This design comes from an exercise in tuning for small area, a short achievable clock period and few clock cycles on the open sky130 flow, not from production work. The RTL was checked by simulation tests, not by an equivalence proof against the original design.

File: flow/design.v
`default_nettype none
package store_pkg;
  localparam int unsigned BUS_NIBBLES = 16;
  localparam int unsigned BUS_BYTES   = 8;
  localparam int unsigned BUS_NB_W    = 4;
  localparam int unsigned SEQ_NIBBLES = 32;
  localparam int unsigned SEQ_NB_W    = 5;
  typedef struct packed {
    logic [SEQ_NIBBLES-1:0][3:0] nb;
    logic [SEQ_NIBBLES-1:0]      en;
  } seq_entry_t;
  typedef struct packed {
    logic [BUS_NB_W-1:0] addr_off;
    logic                is_head;
    logic [BUS_NB_W:0]   lbn;
    logic                is_last;
    logic                is_final;
  } txn_beat_t;
  typedef struct packed {
    logic [7:0] vstart;
    logic [1:0] eew;
  } meta_t;
  typedef struct packed {
    logic [4*BUS_NIBBLES-1:0] data;
    logic [BUS_BYTES-1:0]     strb;
    logic                     last;
  } w_beat_t;
  typedef struct packed {
    logic                load;
    logic [SEQ_NB_W-1:0] load_ptr;
    logic                advance;
    logic [BUS_NB_W:0]   adv_cnt;
    logic                bus_clear;
    logic                seq_clear;
  } cursor_cmd_t;
  typedef struct packed {
    logic [BUS_NB_W:0]   start;
    logic [BUS_NB_W:0]   upper;
    logic [SEQ_NB_W-1:0] seq_ptr;
  } pack_win_t;
endpackage
`default_nettype wire
`timescale 1ns/1ps
`default_nettype none
module ready_gate_rx (
  input  wire logic a_i,
  input  wire logic b_i,
  input  wire logic w_i,
  output logic      y_o
);
  assign y_o = a_i || (b_i && w_i);
endmodule
module ready_gate_tx (
  input  wire logic a_i,
  input  wire logic b_i,
  input  wire logic c_i,
  input  wire logic w_i,
  input  wire logic d_i,
  input  wire logic v_i,
  output logic      y_o
);
  assign y_o = a_i || (b_i && (c_i || w_i) && (d_i || v_i));
endmodule
`default_nettype wire
`timescale 1ns/1ps
`default_nettype none
module seq_store_top (
  input  wire logic                  clk_i,
  input  wire logic                  rst_ni,
  input  wire logic                  rx_deshfu_valid_i,
  output logic                       rx_deshfu_ready_o,
  input  wire store_pkg::seq_entry_t rx_deshfu_i,
  input  wire logic                  txn_valid_i,
  output logic                       txn_ready_o,
  input  wire store_pkg::txn_beat_t  txn_i,
  input  wire logic                  meta_valid_i,
  output logic                       meta_ready_o,
  input  wire store_pkg::meta_t      meta_i,
  output logic                       axi_w_valid_o,
  input  wire logic                  axi_w_ready_i,
  output store_pkg::w_beat_t         axi_w_o
);
  logic        in_req_q;
  logic        hold_q;
  logic        view_hold_q;   
  logic [4:0]  ptr_q;
  logic [15:0][3:0] hi_nb_q;
  logic [15:0]      hi_en_q;
  logic        out_valid_q;
  store_pkg::w_beat_t out_q;
  logic        tq_valid_q;
  logic [3:0]  tq_lower_q;
  logic [4:0]  tq_cnt_q;
  logic        tq_last_q;
  logic        tq_final_q;
  logic        tn_valid_q;
  logic [3:0]  tn_lower_q;
  logic [4:0]  tn_cnt_q;
  logic        tn_last_q;
  logic        tn_final_q;
  logic [4:0]  sum_q;     
  logic        span_q;    
  logic        ge17_q;    
  logic        rdy_s0_q;  
  logic        rdy_v0_q;  
  logic        rdy_v1_q;  
  logic        ge32_q;    
  logic [4:0]  rot_q;     
  logic        mv0_q;
  logic        mv1_q;
  logic [4:0]  moff0_q;
  logic [4:0]  moff1_q;
  logic base;
  logic straddle;
  logic slot_free;
  logic need_x;
  logic step;
  logic capture;
  logic take_x;
  logic fin;
  logic load_meta;
  logic tn_move;
  logic tn_load;
  assign base      = in_req_q && tq_valid_q;
  assign straddle  = !hold_q && span_q;
  assign slot_free = !out_valid_q || axi_w_ready_i;
  assign need_x    = !hold_q || span_q;
  assign fin       = tq_final_q;
  assign capture   = base && straddle && rx_deshfu_valid_i;
  assign step      = base && !straddle && slot_free && (!need_x || rx_deshfu_valid_i);
  assign take_x    = capture || (step && (fin ? need_x : (!hold_q && ge17_q)));
  assign load_meta = mv0_q && (!in_req_q || (step && fin));
  assign tn_move   = step || !tq_valid_q;
  assign tn_load   = txn_valid_i && txn_ready_o;
  logic ready_go;     
  logic ready_free;   
  logic rx_pre_a;
  logic rx_pre_b;
  logic tx_pre_a;
  logic tx_pre_b;
  assign ready_go   = base && !straddle;
  assign ready_free = !need_x;
  assign rx_pre_b   = in_req_q && (hold_q ? rdy_v1_q : rdy_v0_q);
  assign rx_pre_a   = (in_req_q && !hold_q && rdy_s0_q) || (rx_pre_b && !out_valid_q);
  assign tx_pre_a   = !tn_valid_q || !tq_valid_q;
  assign tx_pre_b   = tn_valid_q && tq_valid_q && ready_go;
  ready_gate_tx u_txn_ready (
    .a_i (tx_pre_a),
    .b_i (tx_pre_b),
    .c_i (!out_valid_q),
    .w_i (axi_w_ready_i),
    .d_i (ready_free),
    .v_i (rx_deshfu_valid_i),
    .y_o (txn_ready_o)
  );
  ready_gate_rx u_rx_ready (
    .a_i (rx_pre_a),
    .b_i (rx_pre_b),
    .w_i (axi_w_ready_i),
    .y_o (rx_deshfu_ready_o)
  );
  assign meta_ready_o      = !mv1_q;
  logic [4:0] meta_off;
  logic [4:0] ptr_n;
  always_comb begin
    case (meta_i.eew)
      2'd0:    meta_off = {meta_i.vstart[3:0], 1'b0};
      2'd1:    meta_off = {meta_i.vstart[2:0], 2'b0};
      2'd2:    meta_off = {meta_i.vstart[1:0], 3'b0};
      default: meta_off = {meta_i.vstart[0], 4'b0};
    endcase
  end
  logic [4:0] ptr_1;    
  logic [4:0] ptr_0;    
  logic [3:0] lower_0;
  logic [4:0] cnt_0;
  logic [5:0] sum_1;
  logic [5:0] sum_0;
  logic [4:0] rot_1;
  logic [4:0] rot_0;
  assign ptr_1   = fin ? moff0_q : sum_q;
  assign ptr_0   = in_req_q ? ptr_q : moff0_q;
  assign lower_0 = tq_valid_q ? tq_lower_q : tn_lower_q;
  assign cnt_0   = tq_valid_q ? tq_cnt_q : tn_cnt_q;
  assign sum_1   = {1'b0, ptr_1} + {1'b0, tn_cnt_q};
  assign sum_0   = {1'b0, ptr_0} + {1'b0, cnt_0};
  assign rot_1   = ptr_1 - {1'b0, tn_lower_q};
  assign rot_0   = ptr_0 - {1'b0, lower_0};
  logic [5:0] sum_s;
  logic [4:0] rot_s;
  logic       span_n;
  logic       ge17_n;
  logic       tqv_n;
  logic       fin_n;
  assign span_n = step ? sum_1 > 6'd32 : sum_0 > 6'd32;
  assign ge17_n = step ? sum_1 >= 6'd17 : sum_0 >= 6'd17;
  assign tqv_n  = tn_move ? tn_valid_q : tq_valid_q;
  assign fin_n  = tn_move ? tn_final_q : tq_final_q;
  assign ptr_n = step ? ptr_1 : ptr_0;
  assign sum_s = step ? sum_1 : sum_0;
  assign rot_s = step ? rot_1 : rot_0;
  always_ff @(posedge clk_i or negedge rst_ni) begin
    if (!rst_ni) begin
      in_req_q   <= 1'b0;
      hold_q     <= 1'b0;
      view_hold_q <= 1'b0;
      tq_valid_q <= 1'b0;
      tn_valid_q <= 1'b0;
    end else begin
      if (capture) begin
        hold_q <= 1'b1;
      end else if (step) begin
        if (fin) begin
          hold_q <= 1'b0;
        end else if (hold_q) begin
          hold_q <= !ge32_q;
        end else begin
          hold_q <= ge17_q && !ge32_q;
        end
      end
      if (capture) begin
        view_hold_q <= 1'b1;
      end else if (step) begin
        view_hold_q <= !fin && !ge32_q && (view_hold_q || ge17_q);
      end
      if (load_meta) begin
        in_req_q <= 1'b1;
      end else if (step && fin) begin
        in_req_q <= 1'b0;
      end
      if (tn_move) begin
        tq_valid_q <= tn_valid_q;
      end
      if (txn_ready_o) begin
        tn_valid_q <= txn_valid_i;
      end
    end
  end
  always_ff @(posedge clk_i) begin
    ptr_q  <= ptr_n;
    sum_q  <= sum_s[4:0];
    span_q <= span_n;
    ge17_q <= ge17_n;
    rdy_s0_q <= tqv_n && span_n;
    rdy_v0_q <= tqv_n && !span_n && (fin_n || ge17_n);
    rdy_v1_q <= tqv_n && fin_n && span_n;
    ge32_q <= sum_s[5];
    rot_q  <= rot_s;
    if (tn_move) begin
      tq_lower_q <= tn_lower_q;
      tq_cnt_q   <= tn_cnt_q;
      tq_last_q  <= tn_last_q;
      tq_final_q <= tn_final_q;
    end
    if (tn_load) begin
      tn_lower_q <= txn_i.is_head ? txn_i.addr_off : 4'd0;
      tn_cnt_q   <= (txn_i.is_last ? txn_i.lbn : 5'd16)
                    - {1'b0, txn_i.is_head ? txn_i.addr_off : 4'd0};
      tn_last_q  <= txn_i.is_last;
      tn_final_q <= txn_i.is_final;
    end
  end
  logic meta_push;
  assign meta_push = meta_valid_i && !mv1_q;
  always_ff @(posedge clk_i or negedge rst_ni) begin
    if (!rst_ni) begin
      mv0_q <= 1'b0;
      mv1_q <= 1'b0;
    end else begin
      if (load_meta) begin
        mv0_q <= mv1_q || meta_push;
        mv1_q <= 1'b0;
      end else begin
        mv0_q <= mv0_q || meta_push;
        mv1_q <= mv1_q || (mv0_q && meta_push);
      end
    end
  end
  always_ff @(posedge clk_i) begin
    if (load_meta ? !mv1_q : !mv0_q) begin
      moff0_q <= meta_off;
    end else if (load_meta) begin
      moff0_q <= moff1_q;
    end
    if (meta_push && mv0_q && !load_meta) begin
      moff1_q <= meta_off;
    end
  end
  always_ff @(posedge clk_i) begin
    if (take_x) begin
      for (int j = 0; j < 16; j++) begin
        hi_nb_q[j] <= rx_deshfu_i.nb[16+j];
      end
      hi_en_q <= rx_deshfu_i.en[31:16];
    end
  end
  logic [31:0][4:0] view;
  always_comb begin
    for (int j = 0; j < 32; j++) begin
      if (j >= 17 && view_hold_q) begin
        view[j] = {hi_en_q[j-16], hi_nb_q[j-16]};
      end else begin
        view[j] = {rx_deshfu_i.en[j], rx_deshfu_i.nb[j]};
      end
    end
  end
  logic [30:0][4:0] r4;
  logic [22:0][4:0] r3;
  logic [18:0][4:0] r2;
  logic [16:0][4:0] r1;
  logic [15:0][4:0] r0;
  always_comb begin
    for (int k = 0; k < 31; k++) r4[k] = rot_q[4] ? view[(k+16)%32] : view[k];
    for (int k = 0; k < 23; k++) r3[k] = rot_q[3] ? r4[k+8] : r4[k];
    for (int k = 0; k < 19; k++) r2[k] = rot_q[2] ? r3[k+4] : r3[k];
    for (int k = 0; k < 17; k++) r1[k] = rot_q[1] ? r2[k+2] : r2[k];
    for (int k = 0; k < 16; k++) r0[k] = rot_q[0] ? r1[k+1] : r1[k];
  end
  logic [4:0]       tq_upper;
  logic [15:0][3:0] bus_nb;
  assign tq_upper = {1'b0, tq_lower_q} + tq_cnt_q;
  logic [15:0]      bus_en;
  logic [7:0]       bus_strb;
  always_comb begin
    for (int i = 0; i < 16; i++) begin
      if (4'(i) >= tq_lower_q && 5'(i) < tq_upper) begin
        bus_nb[i] = r0[i][3:0];
        bus_en[i] = r0[i][4];
      end else begin
        bus_nb[i] = 4'd0;
        bus_en[i] = 1'b0;
      end
    end
    for (int k = 0; k < 8; k++) begin
      bus_strb[k] = bus_en[2*k] | bus_en[2*k+1];
    end
  end
  always_ff @(posedge clk_i or negedge rst_ni) begin
    if (!rst_ni) begin
      out_valid_q <= 1'b0;
    end else if (step) begin
      out_valid_q <= 1'b1;
    end else if (axi_w_ready_i) begin
      out_valid_q <= 1'b0;
    end
  end
  always_ff @(posedge clk_i) begin
    if (step) begin
      out_q.data <= bus_nb;
      out_q.strb <= bus_strb;
      out_q.last <= tq_last_q;
    end
  end
  assign axi_w_valid_o = out_valid_q;
  assign axi_w_o       = out_q;
endmodule
`default_nettype wire
File: flow/flow/run.sh
#!/bin/bash
# Standard ORFS layout, with the port buffers inserted as the smallest buffer
# (the resizer still upsizes any that timing needs).
set -euo pipefail
export BUFFER_PORTS_ARGS="-buffer_cell sky130_fd_sc_hd__buf_1"
bash standard.sh finish > standard_flow.log 2>&1
File: flow/standard.sh
#!/bin/bash
# synth_recipe.tcl (not shown) runs the flow's synth.tcl, then flattens the netlist and writes it again
# the make line also repeats each setting of config.mk as NAME=value (left out here)
make -C /OpenROAD-flow-scripts/flow DESIGN_CONFIG=/design/flow/config.mk WORK_HOME=/design/flow/orfs CLKGATE_MAP_FILE= SYNTH_SCRIPT=/design/flow/synth_recipe.tcl "${@:-finish}"
File: flow/config.mk
export PLATFORM = sky130hd
export DESIGN_NAME = seq_store_top
export DESIGN_NICKNAME = seq_store_top
export VERILOG_FILES = /design/flow/design.v
export SDC_FILE = /design/flow/constraint.sdc
export NUM_CORES = 4
export LEC_CHECK = 0
export CAP_MARGIN = 20
export CORE_MARGIN = 2
export CORE_UTILIZATION = 60
export CTS_CLUSTER_DIAMETER = 70
export CTS_CLUSTER_SIZE = 32
export PLACE_DENSITY = 0.75
export SETUP_SLACK_MARGIN = 3.3
export SLEW_MARGIN = 20
export SYNTH_HIERARCHICAL = 1
export TNS_END_PERCENT = 5
File: flow/constraint.sdc
create_clock -name core_clock -period 6.3 [get_ports {clk_i}]
set_input_delay 1.2600 -clock core_clock [delete_from_list [all_inputs] [get_ports {clk_i}]]
set_output_delay 1.2600 -clock core_clock [all_outputs]
set_load 0.01 [all_outputs]
==> summary.txt, run 1 <==
post-synth cell types 61; Final min period 3088 ps; htree depth 1; startpoint types flip-flop; status complete, no violations; cells along the critical path buf_6 > inv_2 > buf_4 > mux2i_1 > nor2_1 > or3_1 > and3_1; RSZ-0062 raised after global routing yes; All-Layer GR Usage 32.44%; Setup Crit Path Kind reg2reg; top post-synthesis cells by area edfxtp_1 35%, mux4_2 18%, mux2i_1 9.5%, mux2_2 5.3%, nor2_1 3.4%; Syn. warnings 39; Reg clk slew, reported paths 100 ps; Die Height 162.1 µm; commonest non-fill, non-tap cells in the layout 260 x buf_1, 177 x edfxtp_1, 139 x mux2i_1; Post-synth EDFFs 177; Nets 1657; antenna violations before repair 3; TritonCTS buffer count 14; row cnt 57; Final Setup Violations 0; Avg Cell Area, Syn 12.29 µm²; IO buf count 260; largest family of logic cells by synthesized area multiplexers; first-pass GRT wire length 64900 µm; Hold Crit Class reg2reg; setup_tns 0 ps; Vias/cell 6.607; root buf cell clkbuf_16; Max Cap Viol 0; Achievable Freq 323.9 MHz; Worst slew margin 32.95%; area share of fa/ha/maj cells after synthesis 3.038%; Slew @ Worst Pin 1006 ps; Initial Util 61.47%; xor/xnor share of the synthesized area 0.8179%; multiplexer share of the synthesized area 35.62%; total number of vias 11710; crit path DAT 3360 ps; Boundary Pins 265; fin crit share 49.01%; Synth top area share 35.45%; crit end category flip-flop; DIE WIDTH 162.1 µm; Worst EP required 6570 ps; clk latency of the worst-skew pair 500 ps; CP bufs+invs 3; total grt overflow 0; Synth Flop Type edfxtp_1; Area after DPL 0.01611 mm²; clock tree sinks 207; Routed Antenna Nets 0; CP max stage delay 560 ps; Area Growth Syn to Fin 12.66%; Post-Layout Inst Area 0.01689 mm²; commonest non-fill, non-tap cell in the layout buf_1; total wire length 42580 µm; CTS tree done; Post-Syn Area 0.01499 mm²; drt drc 0; Crit-path slowest cell inv_2; Syn Nets 1440; final hold viol count 0; worst-case clock buffer depth 3; cell taking the most area after synthesis edfxtp_1; critical path's top delay family buffers and inverters; Syn Inst Count 1220; Compound-Gate Fraction of Synth Area 9.039%; Slew Viols, Final 0; vias in the first global route 11050; largest net degree at the start of global routing 80; DR pass1 iterations 5; Core ar. 0.02439 mm²; CP Max Fanout 64; Die ar. 0.02627 mm²; Routed wire per std cell 24.03 µm; Final Wtd Congestion 0.9852; post-synthesis sequential area ratio 39.73%; share of layout cells above drive strength 1 19.03%; post-DP HPWL 32260 µm; Post-Synth Simple-Gate Area 8.012%; Post-CTS Hold Fix Bufs 0; initial DRC count 1461; async set-reset flop share out of synthesis 3.865%; Clock Skews 23.16 ps; Seq cells post-synth 207
==> synth_stat cells (9+ instances only) <==
master,n
mux2_1,36
mux2i_1,142
xnor2_1,10
mux4_2,121
and3_1,9
o21ai_0,26
and2_1,17
a22o_1,13
clkbuf_1,29
edfxtp_1,177
o22ai_1,13
buf_2,35
nor2_1,134
ha_1,26
buf_1,14
a211oi_1,30
mux2_2,70
a221oi_1,12
a21oi_1,41
dfxtp_1,22
inv_1,34
a21o_1,11
nor3_1,12
o21ai_1,11
nand3_1,14
nand2_1,63
==> worst register-to-register path: cells and delay by family, from the launching register on <==
| kind | cells | cell delay [ps] |
|---|---|---|
| AND/OR/NAND/NOR | 3 | 640 |
| flip-flops | 1 | 330 |
| multiplexers | 1 | 530 |
| buffers and inverters | 3 | 1370 |
==> Yosys stat by module, one instance, submodules excluded <==
module,cells,flops+latches
seq_store_top,1217,207
ready_gate_tx,2,0
ready_gate_rx,1,0
==> metrics by stage <==
| stage | utilization (%) | instances | setup slack [ps] | hold slack (ps) |
|---|---|---|---|---|
| after floorplan | - | 1220 | 2772 | 400.3 |
| after global placement | 66.04 | 1731 | 2803 | 405.5 |
| after detailed placement | 66.04 | 1731 | 2737 | 417.8 |
| after CTS | 68.62 | 1759 | 3112 | 442.6 |
| after global routing | 69.24 | 1771 | 3130 | 445.8 |
| final | 69.25 | 1772 | 3212 | 436.1 |
==> kinds of logic after synthesis <==
| kind of cell | count (synthesis) |
|---|---|
| simple gates | 275 |
| mux | 369 |
| xor+xnor | 14 |
| compound gates | 197 |
| buf+inv | 125 |
| fa+ha+maj | 33 |
| flops | 207 |
==> flip-flops by register name, summed over array words and instances (netlist names), 5 cells and up <==
name / flops
out_q: 73
hi_nb_q: 60
hi_en_q: 15
ptr_q: 5
rot_q: 5
sum_q: 5
tn_cnt_q: 5
tq_cnt_q: 5
==> final timing paths <==
path	from	to	slack, ps	cells past startpoint
hold reg to reg	tq_last_q$_DFFE_PN_	out_q[0]$_DFFE_PP_	440	0
hold / removal	tq_last_q$_DFFE_PN_	out_q[0]$_DFFE_PP_	440	0
max in group asynchronous	rst_ni	view_hold_q$_DFFE_PN0P_	5270	1
min in group asynchronous	rst_ni	out_valid_q$_DFFE_PN0P_	670	1
setup / recovery	rot_q[2]$_DFF_P_	out_q[18]$_SDFFCE_PN0P_	3210	7
setup reg to reg	rot_q[2]$_DFF_P_	out_q[18]$_SDFFCE_PN0P_	3210	7
==> layer usage <==
| layer | global-route usage [%] | share of wire (%) | vias up |
|---|---|---|---|
| met5 | 0 | 0.031 | - |
| met4 | 8.206 | 2.6 | 2 |
| met3 | 8.044 | 13 | 72 |
| met2 | 47.43 | 44 | 714 |
| met1 | 49.05 | 41 | 5712 |
| li1 | - | - | 5208 |
==> layout make-up <==
| cell class | instances | area [µm²] |
|---|---|---|
| clock inverter | 8 | 106.4 |
| fill | 1816 | 7501 |
| timing repair buffer | 287 | 1306 |
| clock buffer | 16 | 379.1 |
| inverter | 39 | 147.6 |
| antenna | 3 | 7.507 |
| tap | 324 | 405.4 |
| sequential | 207 | 5974 |
| multi-input combinational | 888 | 8563 |
==> timing repair <==
item                                    CTS  global route
endpoints found under the setup margin   79           162
cloned                                    0             0
buffers inserted                          4            10
pin swaps                                 0             1
resized for setup                        13            15
Testbench counts, summed over its fixed seeds: cycles 8,613.
==> run 2: changes to the inputs <==
--- a/flow/config.mk
+++ b/flow/config.mk
@@ -16,2 +16,2 @@
 export SYNTH_HIERARCHICAL = 1
-export TNS_END_PERCENT = 5
+export TNS_END_PERCENT = 35
==> summary.txt, run 2 <==
setup_tns 0 ps (unchanged); Post-Syn Area 0.01499 mm² (unchanged); Hold Crit Class reg2reg; TritonCTS buffer count 14 (unchanged); Seq cells post-synth 207 (unchanged); Initial Util 61.47% (unchanged); worst-case clock buffer depth 3 (unchanged); startpoint types primary input; Largest regs out_q x73, hi_nb_q x60, hi_en_q x15; worst hold slack 436.4 ps (+0.2900 ps); Final Util 69.53% (+0.28 points); IO buf count 260 (unchanged); clk latency of the worst-skew pair 500 ps (about the same); worst hold path stage count 0 (unchanged); Worst R2R Start view_hold_q$_DFFE_PN0P_; Max Cap Viol 0 (unchanged); Die ar. 0.02627 mm² (unchanged); first-pass GRT wire length 65110 µm (+0.32%); drt drc 0 (unchanged); status complete, no violations; CTS tree done; fin crit share 47.45% (-1.6 points); total wire length 42930 µm (+0.83%); Boundary Pins 265 (unchanged); CP Max Fanout 3 (-95%); Worst EP required 5040 ps (-1530 ps); initial DRC count 1483 (+1.5%); vias in the first global route 11060 (+0.090%); R2R depth 6 (-1); antenna violations before repair 3 (unchanged); Syn Nets 1440 (unchanged); CP max stage delay 140 ps (-420 ps); Setup crit start axi_w_ready_i; Final Wtd Congestion 0.9852 (unchanged); Crit path depth 4 (-3); Seq. cell area 0.005976 mm² (about the same); area occupied by multi-input gates 0.008583 mm² (+0.23%); Area Growth Syn to Fin 13.12%; DIE WIDTH 162.1 µm (unchanged); Clock Skews 21.15 ps (-2.014 ps); post-synth cell types 61 (unchanged); max reg flops 73 (unchanged); Achievable Freq 334.5 MHz (+3.3%); final hold viol count 0 (unchanged); Synth top area share 35.45% (unchanged); Routed wire per std cell 24.19 µm (+0.66%); share of layout cells above drive strength 1 19.75% (+0.72 points); Core ar. 0.02439 mm² (unchanged); Nets 1660 (+0.18%); Setup Crit Path Kind in2out; Slew @ Worst Pin 1011 ps (+5.645 ps); crit path DAT 1730 ps (-1630 ps); Final min period 2989 ps (-98.47 ps); Post-Layout Inst Area 0.01696 mm² (+0.41%); Die Height 162.1 µm (unchanged); commonest non-fill, non-tap cells in the layout 257 x buf_1, 177 x edfxtp_1, 138 x mux2i_1; Vias/cell 6.661 (+0.81%); WL met3 5242 µm (-1.9%); total number of vias 11820 (+0.98%); Highest Signal Layer met5; top post-synthesis cells by area edfxtp_1 35%, mux4_2 18%, mux2i_1 9.5%, mux2_2 5.3%, nor2_1 3.4%; most frequent cells after synthesis 177 x edfxtp_1, 142 x mux2i_1, 134 x nor2_1; total grt overflow 0 (unchanged); CP bufs+invs 2 (-1); Post-synth EDFFs 177 (unchanged); routed length on met1 17710 µm (+2.2%); clock tree sinks 207 (unchanged); root buf cell clkbuf_16; async set-reset flop share out of synthesis 3.865% (unchanged); cells along the critical path buf_6 > o221ai_2 > nand2b_1 > buf_2; Worst slew margin 32.58% (-0.38 points); largest net degree at the start of global routing 80 (unchanged); Syn Inst Count 1220 (unchanged); post-synthesis sequential area ratio 39.73% (unchanged); RSZ-0062 raised after global routing yes; Final Setup Violations 0 (unchanged); met2 wire len 18800 µm (+0.23%); Slew Viols, Final 0 (unchanged); cell taking the most area after synthesis edfxtp_1; register with the most flip-flops out_q; Reg clk slew, reported paths 100 ps (about the same); Crit-path slowest cell o221ai_2; post-DP HPWL 32260 µm (unchanged); worst hold start tq_last_q$_DFFE_PN_; filler cell count 1801 (-0.83%); commonest non-fill, non-tap cell in the layout buf_1; Avg Cell Area, Syn 12.29 µm² (unchanged); most frequent cell after synthesis edfxtp_1; Synth Flop Type edfxtp_1; DR pass1 iterations 6 (+1); Routed Antenna Nets 0 (unchanged); Syn. warnings 39 (unchanged); row cnt 57 (unchanged); crit end category output port; All-Layer GR Usage 32.51% (+0.073 points); Area after DPL 0.01611 mm² (unchanged); htree depth 1 (unchanged); critical path's top delay family buffers and inverters
==> run 2: cell counts after synthesis <==
Identical to the previous run, type by type.
==> run 2: modules after synthesis (local to each module, per instance) <==
module         area [µm²]  flip-flops and latches  copies in the design  cells inside
ready_gate_rx       7.507                       0                     1             1
ready_gate_tx       21.27                       0                     1             2
seq_store_top       14960                     207                     1          1217
==> run 2: worst paths after layout <==
path,to,slack (ps)
worst min-delay path,out_q[0]$_DFFE_PP_,440
worst max register to register,out_q[29]$_SDFFCE_PN0P_,3370
min in group asynchronous,mv0_q$_DFF_PN0_,670
max in group asynchronous,view_hold_q$_DFFE_PN0P_,5270
worst max-delay path,txn_ready_o,3310
worst min register to register,out_q[0]$_DFFE_PP_,440
==> run 2: timing repair <==
item / CTS / global route
endpoints found under the setup margin: 79 / 53
resized for setup: 27 / 13
hold buffers: 0 / 0
pin swaps: 1 / 1
setup buffers: 9 / 8
==> run 2: stage by stage <==
stage | setup slack (ps) | cells
floorplan | 2772 | 1220
global placement | 2803 | 1731
detailed placement | 2737 | 1731
CTS | 3283 | 1764
global route | 3202 | 1774
finish | 3311 | 1775
==> run 2: final cells by class <==
class,count,share of cell area [%]
Clock buffer,16,2.236
Sequential cell,207,35.24
Tap cell,324,2.390
Antenna cell,3,0.04427
Clock inverter,8,0.6271
Inverter,39,0.8853
Multi-Input combinational cell,888,50.61
Timing Repair Buffer,290,7.968
==> run 2: cell families after synthesis <==
family / share of synthesized area (%)
flip-flops: 39.73
adder cells (fa/ha/maj): 3.038
AO/OA/AOI/OAI: 9.039
XOR/XNOR: 0.8178
AND/OR/NAND/NOR: 8.012
multiplexers: 35.62
buffers and inverters: 3.747
==> run 2: worst register-to-register path: stages (launching register included) <==
cell and delay, ps:
dfrtp_4 490, buf_12 260, mux2_1 410, mux4_2 530, mux2i_1 510, mux2i_1 220, a22o_1 280
==> run 2: layer usage <==
metal  up-vias  GRT usage [%]
met3        77          7.993
met2       738          48.01
met4         2          8.045
met5         -              0
li1       5217              -
met1      5789          48.86
==> run 3: changes to the inputs <==
--- a/flow/config.mk
+++ b/flow/config.mk
@@ -16,2 +16,2 @@
 export SYNTH_HIERARCHICAL = 1
-export TNS_END_PERCENT = 35
+export TNS_END_PERCENT = 12
==> summary.txt, run 3 <==
fin worst setup slack 3226 ps (-84.91 ps); Slew @ Worst Pin 1006 ps (-5.530 ps); xor/xnor share of the synthesized area 0.8179% (unchanged); Synth top area share 35.45% (unchanged); Die ar. 0.02627 mm² (unchanged); initial DRC count 1405 (-5.3%); Worst slew margin 32.95% (+0.37 points); Seq cells post-synth 207 (unchanged); Routed Antenna Nets 0 (unchanged); worst-case clock buffer depth 3 (unchanged); Achievable Freq 325.3 MHz (-2.8%); Final Wtd Congestion 0.9852 (unchanged); TritonCTS buffer count 14 (unchanged); status complete, no violations; IO buf count 260 (unchanged); total grt overflow 0 (unchanged); RSZ-0062 raised after global routing yes; clk latency of the worst-skew pair 510 ps (about the same); Post-Layout Inst Area 0.01693 mm² (-0.16%); drt drc 0 (unchanged); antenna violations before repair 3 (unchanged); Avg Cell Area, Syn 12.29 µm² (unchanged); crit end category flip-flop; Post-CTS Hold Fix Bufs 0 (unchanged); Final Setup Violations 0 (unchanged); Reg clk slew, reported paths 100 ps (about the same); DIE WIDTH 162.1 µm (unchanged); clock tree sinks 207 (unchanged); Syn Nets 1440 (unchanged); Slew Viols, Final 0 (unchanged); Area Growth Syn to Fin 12.94%; Initial Util 61.47% (unchanged); first-pass GRT wire length 64900 µm (-0.32%); Setup Crit Path Kind reg2reg; CP max stage delay 640 ps (+500 ps); All-Layer GR Usage 32.41% (-0.10 points); Boundary Pins 265 (unchanged); Routed wire per std cell 24.04 µm (-0.61%); commonest non-fill, non-tap cells in the layout 257 x buf_1, 177 x edfxtp_1, 139 x mux2i_1; pre-CTS setup slack 2737 ps (unchanged); max reg flops 73 (unchanged); Die Height 162.1 µm (unchanged); setup_tns 0 ps (unchanged); Synth Flop Type edfxtp_1; register with the most flip-flops out_q; Vias/cell 6.612 (-0.74%); worst hold start tq_last_q$_DFFE_PN_; largest net degree at the start of global routing 80 (unchanged); CP Max Fanout 41 (+38); row cnt 57 (unchanged); async set-reset flop share out of synthesis 3.865% (unchanged); cell taking the most area after synthesis edfxtp_1; most frequent cell after synthesis edfxtp_1; post-synthesis sequential area ratio 39.73% (unchanged); Syn. warnings 39 (unchanged); CTS tree done; vias in the first global route 11030 (-0.26%); Worst EP required 6610 ps (+1570 ps); total number of vias 11710 (-0.96%); Worst R2R Start rot_q[4]$_DFF_P_; most frequent cells after synthesis 177 x edfxtp_1, 142 x mux2i_1, 134 x nor2_1; worst hold slack 436.2 ps (-0.1430 ps); Crit-path slowest cell dfxtp_4; post-synth cell types 61 (unchanged); fin crit share 48.80% (+1.3 points); crit path DAT 3390 ps (+1660 ps); post-DP HPWL 32260 µm (unchanged); total wire length 42580 µm (-0.84%); Compound-Gate Fraction of Synth Area 9.039% (unchanged); Core ar. 0.02439 mm² (unchanged); final hold viol count 0 (unchanged); Area after DPL 0.01611 mm² (unchanged); Final min period 3074 ps (+84.91 ps); Max Cap Viol 0 (unchanged); DR pass1 iterations 6 (unchanged); Setup crit start rot_q[4]$_DFF_P_; htree depth 1 (unchanged); commonest non-fill, non-tap cell in the layout buf_1; startpoint types flip-flop; area share of fa/ha/maj cells after synthesis 3.038% (unchanged); top post-synthesis cells by area edfxtp_1 35%, mux4_2 18%, mux2i_1 9.5%, mux2_2 5.3%, nor2_1 3.4%; Clock Skews 25.89 ps (+4.736 ps); Nets 1656 (-0.24%); root buf cell clkbuf_16; Post-synth EDFFs 177 (unchanged); Post-Syn Area 0.01499 mm² (unchanged); share of layout cells above drive strength 1 19.39% (-0.36 points); Post-Synth Simple-Gate Area 8.012% (unchanged); Syn Inst Count 1220 (unchanged); cells along the critical path buf_8 > mux2i_1 > mux4_2 > a211oi_1 > a221oi_1 > nor2_1; largest family of logic cells by synthesized area multiplexers; multiplexer share of the synthesized area 35.62% (unchanged); Largest regs out_q x73, hi_nb_q x60, hi_en_q x15; Hold Crit Class reg2reg
==> run 3: cell counts after synthesis <==
Identical to the previous run, type by type.
==> run 3: kinds of logic after synthesis <==
| group | Yosys count |
|---|---|
| simple gates | 275 |
| buf+inv | 125 |
| flops | 207 |
| xor+xnor | 14 |
| mux | 369 |
| fa+ha+maj | 33 |
| compound gates | 197 |
==> run 3: repair_timing <==
action                     4_1_cts  5_1_grt
pin swaps                        0        1
hold endpoints to repair         0        0
resized for setup               19       22
setup buffers                    6        7
setup endpoints to repair       79      137
==> run 3: metrics by stage <==
| stage | instances | util (%) |
|---|---|---|
| 2_1_floorplan | 1220 | - |
| 5_1_grt | 1770 | 69.41 |
| 4_1_cts | 1761 | 68.77 |
| 3_5_place_dp | 1731 | 66.04 |
| 3_3_place_gp | 1731 | 66.04 |
| 6_report | 1771 | 69.42 |
==> run 3: Yosys stat by module (local to each module, per instance) <==
| module | cells | times used | cell area [µm²] | flip-flops and latches |
|---|---|---|---|---|
| ready_gate_rx | 1 | 1 | 7.507 | 0 |
| ready_gate_tx | 2 | 1 | 21.27 | 0 |
| seq_store_top | 1217 | 1 | 14960 | 207 |
==> run 3: worst paths after layout <==
check                           slack (ps)                      end  cells past startpoint
worst max register to register        3230       out_q[2]$_DFFE_PP_                      6
max in group asynchronous             5270  view_hold_q$_DFFE_PN0P_                      1
worst min-delay path                   440       out_q[0]$_DFFE_PP_                      0
worst max-delay path                  3230       out_q[2]$_DFFE_PP_                      6
min in group asynchronous              670  out_valid_q$_DFFE_PN0P_                      1
worst min register to register         440       out_q[0]$_DFFE_PP_                      0
==> run 3: final cells by class <==
type	count	area, µm²
Antenna cell	3	7.507
Fill cell	1809	7460
Sequential cell	207	5974
Multi-Input combinational cell	888	8577
Clock inverter	8	106.4
Tap cell	324	405.4
Timing Repair Buffer	286	1331
Clock buffer	16	379.1
Inverter	39	150.1
==> run 3: metal layers <==
layer / part of all wire (%) / vias up / GRT usage (%)
li1: - / 5215 / -
met1: 41 / 5714 / 48.82
met2: 44 / 708 / 47.95
met3: 12 / 70 / 7.814
met4: 2.5 / 2 / 7.804
met5: 0.031 / - / 0
==> run 3: critical path: cells and delay by family (launching register included) <==
kind,cells,cell delay [ps]
simple gates,1,260
mux,2,850
compound gates,2,720
buf+inv,1,380
flops,1,640
==> run 4: changes to the inputs <==
--- a/flow/config.mk
+++ b/flow/config.mk
@@ -16,2 +16,2 @@
 export SYNTH_HIERARCHICAL = 1
-export TNS_END_PERCENT = 12
+export TNS_END_PERCENT = 25
==> summary.txt, run 4 <==
async set-reset flop share out of synthesis 3.865% (unchanged); htree depth 1 (unchanged); vias in the first global route 11060 (+0.26%); total wire length 42690 µm (+0.26%); crit path DAT 1730 ps (-1660 ps); max reg flops 73 (unchanged); Final Wtd Congestion 0.9852 (unchanged); final hold viol count 0 (unchanged); grt met3 use 7.993% (+0.18 points); Worst R2R Start tq_valid_q$_DFF_PN0_; CTS tree done; GRT Max-Usage Layer met1; Syn Inst Count 1220 (unchanged); CP Max Fanout 3 (-93%); DR pass1 iterations 5 (-1); DIE WIDTH 162.1 µm (unchanged); grt met2 use 48.01% (+0.058 points); RR Endpoint rdy_v0_q$_DFF_P_; worst-case clock buffer depth 3 (unchanged); met1 Usage GRT 48.86% (about the same); startpoint types primary input; R2R depth 10 (+4); Post-Syn Area 0.01499 mm² (unchanged); Nets 1658 (+0.12%); share of layout cells above drive strength 1 19.64% (+0.25 points); largest family of logic cells by synthesized area multiplexers; Initial Util 61.47% (unchanged); Seq cells post-synth 207 (unchanged); fin crit share 47.45% (-1.3 points); total number of vias 11740 (+0.23%); Worst EP required 5040 ps (-1570 ps); row cnt 57 (unchanged); hold worst-path end out_q[0]$_DFFE_PP_; worst hold path stage count 0 (unchanged); Setup Crit Path Kind in2out; Final Setup Violations 0 (unchanged); worst hold start tq_last_q$_DFFE_PN_; Vias/cell 6.619 (+0.12%); Final min period 2989 ps (-84.93 ps); multiplexer share of the synthesized area 35.62% (unchanged); Largest regs out_q x73, hi_nb_q x60, hi_en_q x15; RSZ-0062 raised after global routing yes; cell taking the most area after synthesis edfxtp_1; Slew Viols, Final 0 (unchanged); Synth Flop Type edfxtp_1; root buf cell clkbuf_16; Boundary Pins 265 (unchanged); top post-synthesis cells by area edfxtp_1 35%, mux4_2 18%, mux2i_1 9.5%, mux2_2 5.3%, nor2_1 3.4%; TritonCTS buffer count 14 (unchanged); post-synth cell types 61 (unchanged); post-DP HPWL 32260 µm (unchanged); IO buf count 260 (unchanged); fin cells 1773 (+0.11%); Hold Crit Class reg2reg; Routed wire per std cell 24.08 µm (+0.15%); largest net degree at the start of global routing 80 (unchanged); drt drc 0 (unchanged); clk latency of the worst-skew pair 500 ps (about the same); xor/xnor share of the synthesized area 0.8179% (unchanged); antenna violations before repair 3 (unchanged); status complete, no violations; worst hold slack 436.3 ps (+0.01600 ps); commonest non-fill, non-tap cells in the layout 257 x buf_1, 177 x edfxtp_1, 138 x mux2i_1; Clock Skews 21.96 ps (-3.930 ps); most frequent cell after synthesis edfxtp_1; total grt overflow 0 (unchanged); Routed Antenna Nets 0 (unchanged); post-synthesis sequential area ratio 39.73% (unchanged); Syn. warnings 39 (unchanged); flop-to-flop setup slack 3370 ps (+140 ps); Die ar. 0.02627 mm² (unchanged); Synth top area share 35.45% (unchanged); initial DRC count 1507 (+7.3%); All-Layer GR Usage 32.51% (+0.10 points); Avg Cell Area, Syn 12.29 µm² (unchanged); crit end category output port; Post-synth EDFFs 177 (unchanged); Die Height 162.1 µm (unchanged); area share of fa/ha/maj cells after synthesis 3.038% (unchanged); most frequent cells after synthesis 177 x edfxtp_1, 142 x mux2i_1, 134 x nor2_1; Slew @ Worst Pin 1018 ps (+12.05 ps); setup_tns 0 ps (unchanged); Reg clk slew, reported paths 100 ps (about the same); Compound-Gate Fraction of Synth Area 9.039% (unchanged); commonest non-fill, non-tap cell in the layout buf_1; clock tree sinks 207 (unchanged); Achievable Freq 334.5 MHz (+2.8%); register with the most flip-flops out_q; first-pass GRT wire length 65110 µm (+0.32%); Worst slew margin 32.14% (-0.80 points); Core ar. 0.02439 mm² (unchanged); Syn Nets 1440 (unchanged); Post-Synth Simple-Gate Area 8.012% (unchanged); Placed Cells 1731 (unchanged); Area Growth Syn to Fin 13.02% (about the same); Max Cap Viol 0 (unchanged)
run 4: cell counts after synthesis:
No cell type changed its count.
run 4: worst max path at each step:
| stage | from | to | slack (ps) | cells after the start |
|---|---|---|---|---|
| after CTS | hold_q$_DFFE_PN0P_ | rx_deshfu_ready_o | 3280 | 5 |
| after global routing | tq_cnt_q[0]$_DFFE_PN_ | out_q[8]$_DFFE_PP_ | 3200 | 8 |
| final | axi_w_ready_i | txn_ready_o | 3310 | 4 |
| after detailed placement | view_hold_q$_DFFE_PN0P_ | out_q[17]$_SDFFCE_PN0P_ | 2740 | 7 |
| after floorplan | rx_deshfu_valid_i | hi_en_q[10]$_DFFE_PP_ | 2770 | 5 |
| after global placement | view_hold_q$_DFFE_PN0P_ | out_q[21]$_SDFFCE_PN0P_ | 2800 | 7 |
run 4: cells by family (layout without fill, tap and decap cells):
group           after synthesis  count (layout)
fa+ha+maj                    33              33
compound gates              197             197
simple gates                275             275
other cells                   0               3
flops                       207             207
mux                         369             369
buf+inv                     125             351
xor+xnor                     14              14
run 4: final cells by class:
cell class              instances  area [µm²]
well taps                     324       405.4
fillers                      1803        7447
clock inverters                 8       106.4
multi-input cells             888        8583
inverters                      39       150.1
clock buffers                  16       379.1
repair buffers                288        1336
flip-flops and latches        207        5976
diodes                          3       7.507
run 4: critical path: stages:
cell	delay, ps
buf_6	100
o221ai_2	140
nand2b_1	90
buf_2	140
run 4: metal layers:
metal	vias up	share of wire, %
met5	-	0.030
met1	5699	40
met4	2	2.4
li1	5221	-
met3	71	13
met2	743	44
run 4: repair_timing:
action	4_1_cts	5_1_grt
setup endpoints to repair	79	53
pin swaps	1	1
resized for setup	27	13
hold buffers	0	0
buffers inserted	9	6
run 4: per-module statistics from Yosys (local to each module, per instance):
module | times used | cells | area (µm²)
ready_gate_tx | 1 | 2 | 21.27
ready_gate_rx | 1 | 1 | 7.507
seq_store_top | 1 | 1217 | 14960
run 4: through the flow:
| step | setup WS, ps | instance area, µm² | utilization (%) |
|---|---|---|---|
| after floorplan | 2772 | 15040 | - |
| after global placement | 2803 | 16110 | 66.04 |
| after detailed placement | 2737 | 16110 | 66.04 |
| after CTS | 3283 | 16820 | 68.95 |
| after global routing | 3202 | 16940 | 69.46 |
| final | 3311 | 16940 | 69.47 |
==> run 5: changes to the inputs <==
--- a/flow/config.mk
+++ b/flow/config.mk
@@ -12,3 +12,2 @@
 export CTS_CLUSTER_SIZE = 32
-export PLACE_DENSITY = 0.75
 export SETUP_SLACK_MARGIN = 3.3
@@ -16,2 +15 @@
 export SYNTH_HIERARCHICAL = 1
-export TNS_END_PERCENT = 25
==> summary.txt, run 5 <==
TritonCTS buffer count 15 (+1); Boundary Pins 265 (unchanged); Largest regs out_q x73, hi_nb_q x60, hi_en_q x15; largest net degree at the start of global routing 83 (+3.8%); root buf cell clkbuf_16; row cnt 57 (unchanged); clk latency of the worst-skew pair 520 ps (+20 ps); Achievable Freq 330.0 MHz (-1.3%); Final Setup Violations 0 (unchanged); clock tree sinks 207 (unchanged); register with the most flip-flops out_q; final hold viol count 0 (unchanged); DR pass1 iterations 5 (unchanged); Worst EP required 5040 ps (about the same); Setup Crit Path Kind in2out; cell taking the most area after synthesis edfxtp_1; crit path DAT 1770 ps (+40 ps); status complete, no violations; antenna violations before repair 10 (+7); All-Layer GR Usage 32.58% (+0.073 points); total grt overflow 0 (unchanged); Slew @ Worst Pin 999.8 ps (-18.03 ps); Die ar. 0.02627 mm² (unchanged); total number of vias 11650 (-0.71%); vias in the first global route 10800 (-2.4%); Area Growth Syn to Fin 14.19%; Routed Antenna Nets 0 (unchanged); Post-CTS Hold Fix Bufs 0 (unchanged); IO buf count 260 (unchanged); post-synth cell types 61 (unchanged); Setup crit start axi_w_ready_i; share of layout cells above drive strength 1 20.56% (+0.92 points); first-pass GRT wire length 64290 µm (-1.3%); Hold Crit Class reg2reg; async set-reset flop share out of synthesis 3.865% (unchanged); Post-synth EDFFs 177 (unchanged); Slew Viols, Final 0 (unchanged); total wire length 43130 µm (+1.0%); Post-Syn Area 0.01499 mm² (unchanged); fin crit share 48.09% (+0.65 points); Initial Util 61.47% (unchanged); setup_tns 0 ps (unchanged); htree depth 1 (unchanged); most frequent cell after synthesis edfxtp_1; Synth top area share 35.45% (unchanged); Nets 1670 (+0.72%); fin worst setup slack 3270 ps (-40.72 ps); Vias/cell 6.506 (-1.7%); most frequent cells after synthesis 177 x edfxtp_1, 142 x mux2i_1, 134 x nor2_1; Avg Cell Area, Syn 12.29 µm² (unchanged); commonest non-fill, non-tap cells in the layout 256 x buf_1, 177 x edfxtp_1, 137 x mux2i_1; Die Height 162.1 µm (unchanged); flop-to-flop setup slack 3380 ps (about the same); worst hold start tn_last_q$_DFFE_PP_; commonest non-fill, non-tap cell in the layout buf_1; Syn Inst Count 1220 (unchanged); Syn Nets 1440 (unchanged); post-synthesis sequential area ratio 39.73% (unchanged); Max Cap Viol 0 (unchanged); Final min period 3030 ps (+40.72 ps); max reg flops 73 (unchanged); post-DP HPWL 32270 µm (about the same); Synth Flop Type edfxtp_1; Core ar. 0.02439 mm² (unchanged); initial DRC count 1209 (-20%); top post-synthesis cells by area edfxtp_1 35%, mux4_2 18%, mux2i_1 9.5%, mux2_2 5.3%, nor2_1 3.4%; Worst slew margin 33.34% (+1.2 points); worst-case clock buffer depth 3 (unchanged); startpoint types primary input; pre-CTS setup slack 2785 ps (+47.98 ps); Final Wtd Congestion 0.9623 (-2.3%); Worst R2R Start tq_valid_q$_DFF_PN0_; CTS tree done; Reg clk slew, reported paths 100 ps (about the same); drt drc 0 (unchanged); Clock Skews 19.81 ps (-2.146 ps); Syn. warnings 39 (unchanged); RSZ-0062 raised after global routing yes; CP Max Fanout 3 (unchanged); Routed wire per std cell 24.08 µm (about the same); crit end category output port; Seq cells post-synth 207 (unchanged); DIE WIDTH 162.1 µm (unchanged)
-- run 5: cell types whose count changed in the layout (fill, tap and decap cells not counted), moves of 2 or more --
| cell | before | now |
|---|---|---|
| buf_16 | 4 | 2 |
| buf_4 | 16 | 27 |
| diode_2 | 3 | 8 |
| inv_4 | 1 | 3 |
-- run 5: modules after synthesis (local to each module, per instance) --
module,area (µm²),cells inside,copies in the design
ready_gate_tx,21.27,2,1
seq_store_top,14960,1217,1
ready_gate_rx,7.507,1,1
-- run 5: cell families (layout without fill, tap and decap cells) --
group                      Yosys count  in the layout  synth area share [%]
DFF                                207            207                 39.73
other                                0              8                     0
and+or+nand+nor                    275            275                 8.012
buffers and inverters              125            364                 3.747
adders and majority gates           33             33                 3.038
AOI/OAI and AO/OA                  197            197                 9.039
muxes                              369            369                 35.62
xor gates and xnor gates            14             14                0.8178
-- run 5: final timing paths --
kind	cells after the start	to
max	4	txn_ready_o
min reg2reg	0	tq_last_q$_DFFE_PN_
max reg2reg	10	rdy_v0_q$_DFF_P_
min in group asynchronous	1	out_valid_q$_DFFE_PN0P_
max in group asynchronous	1	tq_valid_q$_DFF_PN0_
min	0	tq_last_q$_DFFE_PN_
-- run 5: metrics by stage --
stage	std cells	hold slack [ps]	util (%)	cell area (µm²)
CTS	1779	431.2	69.62	16980
global placement	1731	402.6	66.04	16110
finish	1791	430.7	70.19	17120
floorplan	1220	400.3	-	15040
global route	1788	439.7	70.15	17110
detailed placement	1731	407.0	66.04	16110
-- run 5: metal layers --
metal | wire length [µm] | track usage, % | vias to the layer above
li1 | - | - | 5262
met1 | 18320 | 49.40 | 5652
met2 | 18280 | 46.13 | 661
met3 | 5385 | 9.934 | 70
met4 | 1090 | 8.166 | 8
met5 | 52 | 0 | -
-- run 5: area by class of cell --
cell class	count	area, µm²
Timing Repair Buffer	299	1421
Antenna cell	8	20.02
Clock inverter	9	150.1
Inverter	39	152.6
Tap cell	324	405.4
Fill cell	1804	7272
Sequential cell	207	5977
Clock buffer	17	404.1
Multi-Input combinational cell	888	8588
-- run 5: critical path, stage by stage --
cell and delay [ps]:
buf_6 100, o221ai_2 150, nand2b_1 100, buf_2 150
-- run 5: what timing repair did --
action	CTS	global route
setup endpoints to repair	75	55
pin swaps	1	1
gates cloned	1	0
gates resized for setup	27	20
buffers inserted	21	4
==> run 6: changes to the inputs <==
--- a/flow/config.mk
+++ b/flow/config.mk
@@ -12,2 +12,3 @@
 export CTS_CLUSTER_SIZE = 32
+export PLACE_DENSITY = 0.85
 export SETUP_SLACK_MARGIN = 3.3
@@ -15 +16,2 @@
 export SYNTH_HIERARCHICAL = 1
+export TNS_END_PERCENT = 20
==> summary.txt, run 6 <==
Avg Cell Area, Syn 12.29 µm² (unchanged); Post-synth EDFFs 177 (unchanged); vias in the first global route 11260 (+4.2%); first-pass GRT wire length 64270 µm (about the same); most frequent cell after synthesis edfxtp_1; Worst EP required 5040 ps (about the same); antenna violations before repair 9 (-1); Final Wtd Congestion 1.019 (+5.9%); Setup Crit Path Kind in2out; final hold viol count 0 (unchanged); Worst R2R Start view_hold_q$_DFFE_PN0P_; worst-case clock buffer depth 3 (unchanged); share of layout cells above drive strength 1 19.60% (-0.96 points); max reg flops 73 (unchanged); Final min period 3057 ps (+27.26 ps); Boundary Pins 265 (unchanged); Slew @ Worst Pin 1015 ps (+15.16 ps); CTS tree done; DIE WIDTH 162.1 µm (unchanged); Syn. warnings 39 (unchanged); filler cell count 1715 (-4.9%); Final Util 69.85% (-0.33 points); CP Max Fanout 3 (unchanged); Worst slew margin 32.32% (-1.0 points); commonest non-fill, non-tap cells in the layout 257 x buf_1, 177 x edfxtp_1, 142 x mux2i_1; CP bufs+invs 2 (unchanged); row cnt 57 (unchanged); Clock Skews 37.48 ps (+17.67 ps); All-Layer GR Usage 32.30% (-0.29 points); Die ar. 0.02627 mm² (unchanged); Routed wire per std cell 24.41 µm (+1.3%); DR pass1 iterations 9 (+4); register with the most flip-flops out_q; clk latency of the worst-skew pair 510 ps (about the same); Final Setup Violations 0 (unchanged); CP max stage delay 170 ps (+20 ps); Crit-path slowest cell o221ai_4; Slew Viols, Final 0 (unchanged); Post-Syn Area 0.01499 mm² (unchanged); Syn Nets 1440 (unchanged); startpoint types primary input; drt drc 0 (unchanged); Vias/cell 6.712 (+3.2%); worst hold start tq_last_q$_DFFE_PN_; crit end category output port; Die Height 162.1 µm (unchanged); clock tree sinks 207 (unchanged); fin crit share 48.53% (+0.43 points); Hold Crit Class reg2reg; post-DP HPWL 32270 µm (about the same); Largest regs out_q x73, hi_nb_q x60, hi_en_q x15; largest net degree at the start of global routing 79 (-4.8%); Setup crit start axi_w_ready_i; Syn Inst Count 1220 (unchanged); Core ar. 0.02439 mm² (unchanged); Area Growth Syn to Fin 13.65%; cell taking the most area after synthesis edfxtp_1; Routed Antenna Nets 0 (unchanged); total wire length 43540 µm (+0.95%); post-synth cell types 61 (unchanged); top post-synthesis cells by area edfxtp_1 35%, mux4_2 18%, mux2i_1 9.5%, mux2_2 5.3%, nor2_1 3.4%; most frequent cells after synthesis 177 x edfxtp_1, 142 x mux2i_1, 134 x nor2_1; total grt overflow 0 (unchanged); crit path DAT 1800 ps (+30 ps); Achievable Freq 327.1 MHz (-0.89%); post-synthesis sequential area ratio 39.73% (unchanged); Max Cap Viol 0 (unchanged); async set-reset flop share out of synthesis 3.865% (unchanged); Nets 1661 (-0.54%); setup_tns 0 ps (unchanged); TritonCTS buffer count 14 (-1); RSZ-0062 raised after global routing yes; Initial Util 61.47% (unchanged); Reg clk slew, reported paths 80 ps (-20 ps); Synth top area share 35.45% (unchanged); Post-CTS Hold Fix Bufs 0 (unchanged); Synth Flop Type edfxtp_1; Seq cells post-synth 207 (unchanged); cells along the critical path buf_8 > o221ai_4 > nand2b_1 > buf_2; IO buf count 260 (unchanged); htree depth 1 (unchanged); initial DRC count 1827 (+51%); status complete, no violations; root buf cell clkbuf_16; commonest non-fill, non-tap cell in the layout buf_1; total number of vias 11980 (+2.8%); critical path's top delay family buffers and inverters
[run 6: changes by cell type in the layout (fill, tap and decap cells not counted), moves of 3 or more]
cell,before,now
buf_4,27,18
buf_8,2,5
diode_2,8,11
mux2i_1,137,142
mux2i_2,5,0
[run 6: final timing paths]
path                                           endpoint  slack, ps  cells past startpoint
min in group asynchronous        tn_valid_q$_DFFE_PN0P_        680                      1
worst max register to register  out_q[18]$_SDFFCE_PN0P_       3250                      7
worst max-delay path                        txn_ready_o       3240                      4
max in group asynchronous       view_hold_q$_DFFE_PN0P_       5240                      1
worst min register to register       out_q[0]$_DFFE_PP_        430                      0
worst min-delay path                 out_q[0]$_DFFE_PP_        430                      0
[run 6: per-layer routing]
layer / vias up / part of all wire [%] / global-route usage, %
li1: 5239 / - / -
met1: 5764 / 38 / 45.38
met2: 838 / 44 / 48.36
met3: 130 / 14 / 10.60
met4: 4 / 3.9 / 9.895
met5: - / 0.064 / 0
[run 6: logic make-up (layout without fill, tap and decap cells)]
logic type               after synthesis  count (layout)  synth area share (%)
AO/OA/AOI/OAI                        197             198                 9.039
XOR/XNOR                              14              14                0.8178
adder cells (fa/ha/maj)               33              33                 3.038
buffers and inverters                125             353                 3.747
flip-flops                           207             207                 39.73
multiplexers                         369             369                 35.62
other                                  0              11                     0
AND/OR/NAND/NOR                      275             275                 8.012
[run 6: layout make-up]
| type | instances | area, µm² | share of cell area [%] |
|---|---|---|---|
| multi-input cells | 889 | 8606 | 50.51 |
| flip-flops and latches | 207 | 5972 | 35.05 |
| repair buffers | 290 | 1333 | 7.821 |
| well taps | 324 | 405.4 | 2.379 |
| clock buffers | 15 | 375.4 | 2.203 |
| clock inverters | 9 | 170.2 | 0.9987 |
| inverters | 39 | 148.9 | 0.8739 |
| diodes | 11 | 27.53 | 0.1616 |
[run 6: worst register-to-register path: cells and delay by family, from the launching register on]
kind | cells | cell delay (ps)
buffers and inverters | 1 | 240
flip-flops | 1 | 610
AND/OR/NAND/NOR | 3 | 650
multiplexers | 3 | 1290
[run 6: per-stage QoR]
stage	instance area (µm²)	setup WS (ps)	std cells	hold WS, ps
global placement	16100	2407	1730	403.0
finish	17040	3243	1784	425.9
global route	17030	3177	1780	433.8
detailed placement	16100	2326	1730	407.0
floorplan	15040	2772	1220	400.3
CTS	16870	3136	1763	426.0
[run 6: timing repair]
item,in CTS,in global routing
resized for setup,23,22
hold endpoints to repair,0,0
setup buffers,8,10
gates cloned,1,0
pin swaps,1,2
setup endpoints to repair,116,140
[run 6: per-module statistics from Yosys (local to each module, per instance)]
module / copies in the design / cells / area (µm²)
seq_store_top: 1 / 1217 / 14960
ready_gate_tx: 1 / 2 / 21.27
ready_gate_rx: 1 / 1 / 7.507
==> run 7: changes to the inputs <==
--- a/flow/config.mk
+++ b/flow/config.mk
@@ -12,3 +12,3 @@
 export CTS_CLUSTER_SIZE = 32
-export PLACE_DENSITY = 0.85
+export PLACE_DENSITY = 0.75
 export SETUP_SLACK_MARGIN = 3.3
==> summary.txt, run 7 <==
total wire length 42690 µm (-2.0%); register with the most flip-flops out_q; Slew @ Worst Pin 1018 ps (+2.873 ps); root buf cell clkbuf_16; vias in the first global route 11060 (-1.7%); row cnt 57 (unchanged); startpoint types primary input; All-Layer GR Usage 32.51% (+0.21 points); Avg Cell Area, Syn 12.29 µm² (unchanged); fin crit share 47.45% (-1.1 points); CP bufs+invs 2 (unchanged); commonest non-fill, non-tap cells in the layout 257 x buf_1, 177 x edfxtp_1, 138 x mux2i_1; Final min period 2989 ps (-67.98 ps); clk latency of the worst-skew pair 500 ps (about the same); total grt overflow 0 (unchanged); Syn Inst Count 1220 (unchanged); clock tree sinks 207 (unchanged); most frequent cells after synthesis 177 x edfxtp_1, 142 x mux2i_1, 134 x nor2_1; Final Wtd Congestion 0.9852 (-3.3%); CP Max Fanout 3 (unchanged); DR pass1 iterations 5 (-4); critical path's top delay family buffers and inverters; commonest non-fill, non-tap cell in the layout buf_1; largest net degree at the start of global routing 80 (+1.3%); Worst slew margin 32.14% (-0.18 points); Boundary Pins 265 (unchanged); top post-synthesis cells by area edfxtp_1 35%, mux4_2 18%, mux2i_1 9.5%, mux2_2 5.3%, nor2_1 3.4%; RSZ-0062 raised after global routing yes; worst hold slack 436.3 ps (+10.34 ps); share of layout cells above drive strength 1 19.64% (+0.041 points); Syn. warnings 39 (unchanged); Crit-path slowest cell o221ai_2; Reg clk slew, reported paths 100 ps (+20 ps); Area Growth Syn to Fin 13.02%; Nets 1658 (-0.18%); Hold Crit Class reg2reg; total number of vias 11740 (-2.0%); post-synth cell types 61 (unchanged); Routed wire per std cell 24.08 µm (-1.4%); async set-reset flop share out of synthesis 3.865% (unchanged); Achievable Freq 334.5 MHz (+2.3%); most frequent cell after synthesis edfxtp_1; Post-CTS Hold Fix Bufs 0 (unchanged); Die ar. 0.02627 mm² (unchanged); setup_tns 0 ps (unchanged); Synth Flop Type edfxtp_1; cells along the critical path buf_6 > o221ai_2 > nand2b_1 > buf_2; Post-Syn Area 0.01499 mm² (unchanged); Post-synth EDFFs 177 (unchanged); Initial Util 61.47% (unchanged); post-synthesis sequential area ratio 39.73% (unchanged); IO buf count 260 (unchanged); Core ar. 0.02439 mm² (unchanged); Worst EP required 5040 ps (about the same); CP max stage delay 140 ps (-30 ps); Synth top area share 35.45% (unchanged); Setup Crit Path Kind in2out; initial DRC count 1507 (-18%); Routed Antenna Nets 0 (unchanged); TritonCTS buffer count 14 (unchanged); final hold viol count 0 (unchanged); Largest regs out_q x73, hi_nb_q x60, hi_en_q x15; crit path DAT 1730 ps (-70 ps); Clock Skews 21.96 ps (-15.53 ps); antenna violations before repair 3 (-6); first-pass GRT wire length 65110 µm (+1.3%); Die Height 162.1 µm (unchanged); drt drc 0 (unchanged); max reg flops 73 (unchanged); Seq cells post-synth 207 (unchanged); DIE WIDTH 162.1 µm (unchanged); htree depth 1 (unchanged); Syn Nets 1440 (unchanged); crit end category output port; post-DP HPWL 32260 µm (about the same); Final Setup Violations 0 (unchanged); Vias/cell 6.619 (-1.4%); worst-case clock buffer depth 3 (unchanged); CTS tree done; Max Cap Viol 0 (unchanged); Slew Viols, Final 0 (unchanged); cell taking the most area after synthesis edfxtp_1; status complete, no violations
## run 7: cell counts after synthesis
Identical to the previous run, type by type.
## run 7: per-module statistics from Yosys (local to each module, per instance)
module         flops+latches  copies in the design  area, µm²
seq_store_top            207                     1      14960
ready_gate_tx              0                     1      21.27
ready_gate_rx              0                     1      7.507
## run 7: final timing paths
path	start	end	slack (ps)	cells after the start
setup / recovery	axi_w_ready_i	txn_ready_o	3310	4
hold / removal	tq_last_q$_DFFE_PN_	out_q[0]$_DFFE_PP_	440	0
setup reg to reg	tq_valid_q$_DFF_PN0_	rdy_v0_q$_DFF_P_	3370	10
hold reg to reg	tq_last_q$_DFFE_PN_	out_q[0]$_DFFE_PP_	440	0
max in group asynchronous	rst_ni	tq_valid_q$_DFF_PN0_	5270	1
min in group asynchronous	rst_ni	mv0_q$_DFF_PN0_	670	1
## run 7: area by class of cell
cell class	instances	area, µm²
fill	1803	7447
antenna	3	7.507
clock buffer	16	379.1
timing repair buffer	288	1336
tap	324	405.4
multi-input combinational	888	8583
inverter	39	150.1
sequential	207	5976
clock inverter	8	106.4
## run 7: repair_timing
action / CTS / global route
setup buffers: 9 / 6
setup endpoints to repair: 79 / 53
resized for setup: 27 / 13
pin swaps: 1 / 1
## run 7: cell families after synthesis
group	Yosys count	synth area share, %
AOI/OAI and AO/OA	197	9.039
adders and majority gates	33	3.038
DFF	207	39.73
muxes	369	35.62
xor gates and xnor gates	14	0.8178
buffers and inverters	125	3.747
and+or+nand+nor	275	8.012
## run 7: metrics by stage
step	instances	setup WS (ps)	cell area (µm²)	util, %
3_3_place_gp	1731	2803	16110	66.04
3_5_place_dp	1731	2737	16110	66.04
4_1_cts	1764	3283	16820	68.95
2_1_floorplan	1220	2772	15040	-
6_report	1773	3311	16940	69.47
5_1_grt	1772	3202	16940	69.46
## run 7: metal layers
| metal | up-vias | GRT usage [%] | share of wire, % |
|---|---|---|---|
| li1 | 5221 | - | - |
| met3 | 71 | 7.993 | 13 |
| met2 | 743 | 48.01 | 44 |
| met5 | - | 0 | 0.030 |
| met1 | 5699 | 48.86 | 40 |
| met4 | 2 | 8.045 | 2.4 |

what the ideal ports hide:
How much do the figures lean on ideal ports? The routed layouts below were timed once more, with nothing changed but the port constraints.
Step 1 (the two cells are an assumption about what drives the block):
set clk [get_ports {clk_i}]
set_driving_cell -lib_cell sky130_fd_sc_hd__clkbuf_16 $clk
set_driving_cell -lib_cell sky130_fd_sc_hd__buf_2 [delete_from_list [all_inputs] $clk]
Step 2 adds t to the input delays and takes it off the output delays; t is the mean of the earliest and latest rising clock arrival at the registers after step 1. Input paths then give back, and output paths get back, about the clock's delay inside the block.
Three values: ideal ports, drivers, drivers and shift; two values: the first two.
| run | t, ns | setup WS [ns] | slew at the worst register clock pin (ns) | cell pins on the clock port's net |
|---|---|---|---|---|
| run 1 | 0.543 | 3.212 / 3.179 / 2.775 | 0.11 / 0.11 | 1 |
| run 2 | 0.542 | 3.311 / 3.277 / 2.819 | 0.11 / 0.11 | 1 |
| run 3 | 0.546 | 3.226 / 3.226 / 2.803 | 0.11 / 0.11 | 1 |
| run 4 | 0.542 | 3.311 / 3.277 / 2.852 | 0.11 / 0.11 | 1 |
| run 5 | 0.555 | 3.270 / 3.236 / 2.848 | 0.11 / 0.11 | 1 |
| run 6 | 0.538 | 3.243 / 3.201 / 2.755 | 0.11 / 0.11 | 1 |
| run 7 | 0.542 | 3.311 / 3.277 / 2.852 | 0.11 / 0.11 | 1 |
After both steps every run listed still meets setup and hold. The setup slack of run 2, which loses most, moves by -0.034 ns with the drivers and by -0.492 ns with both steps.
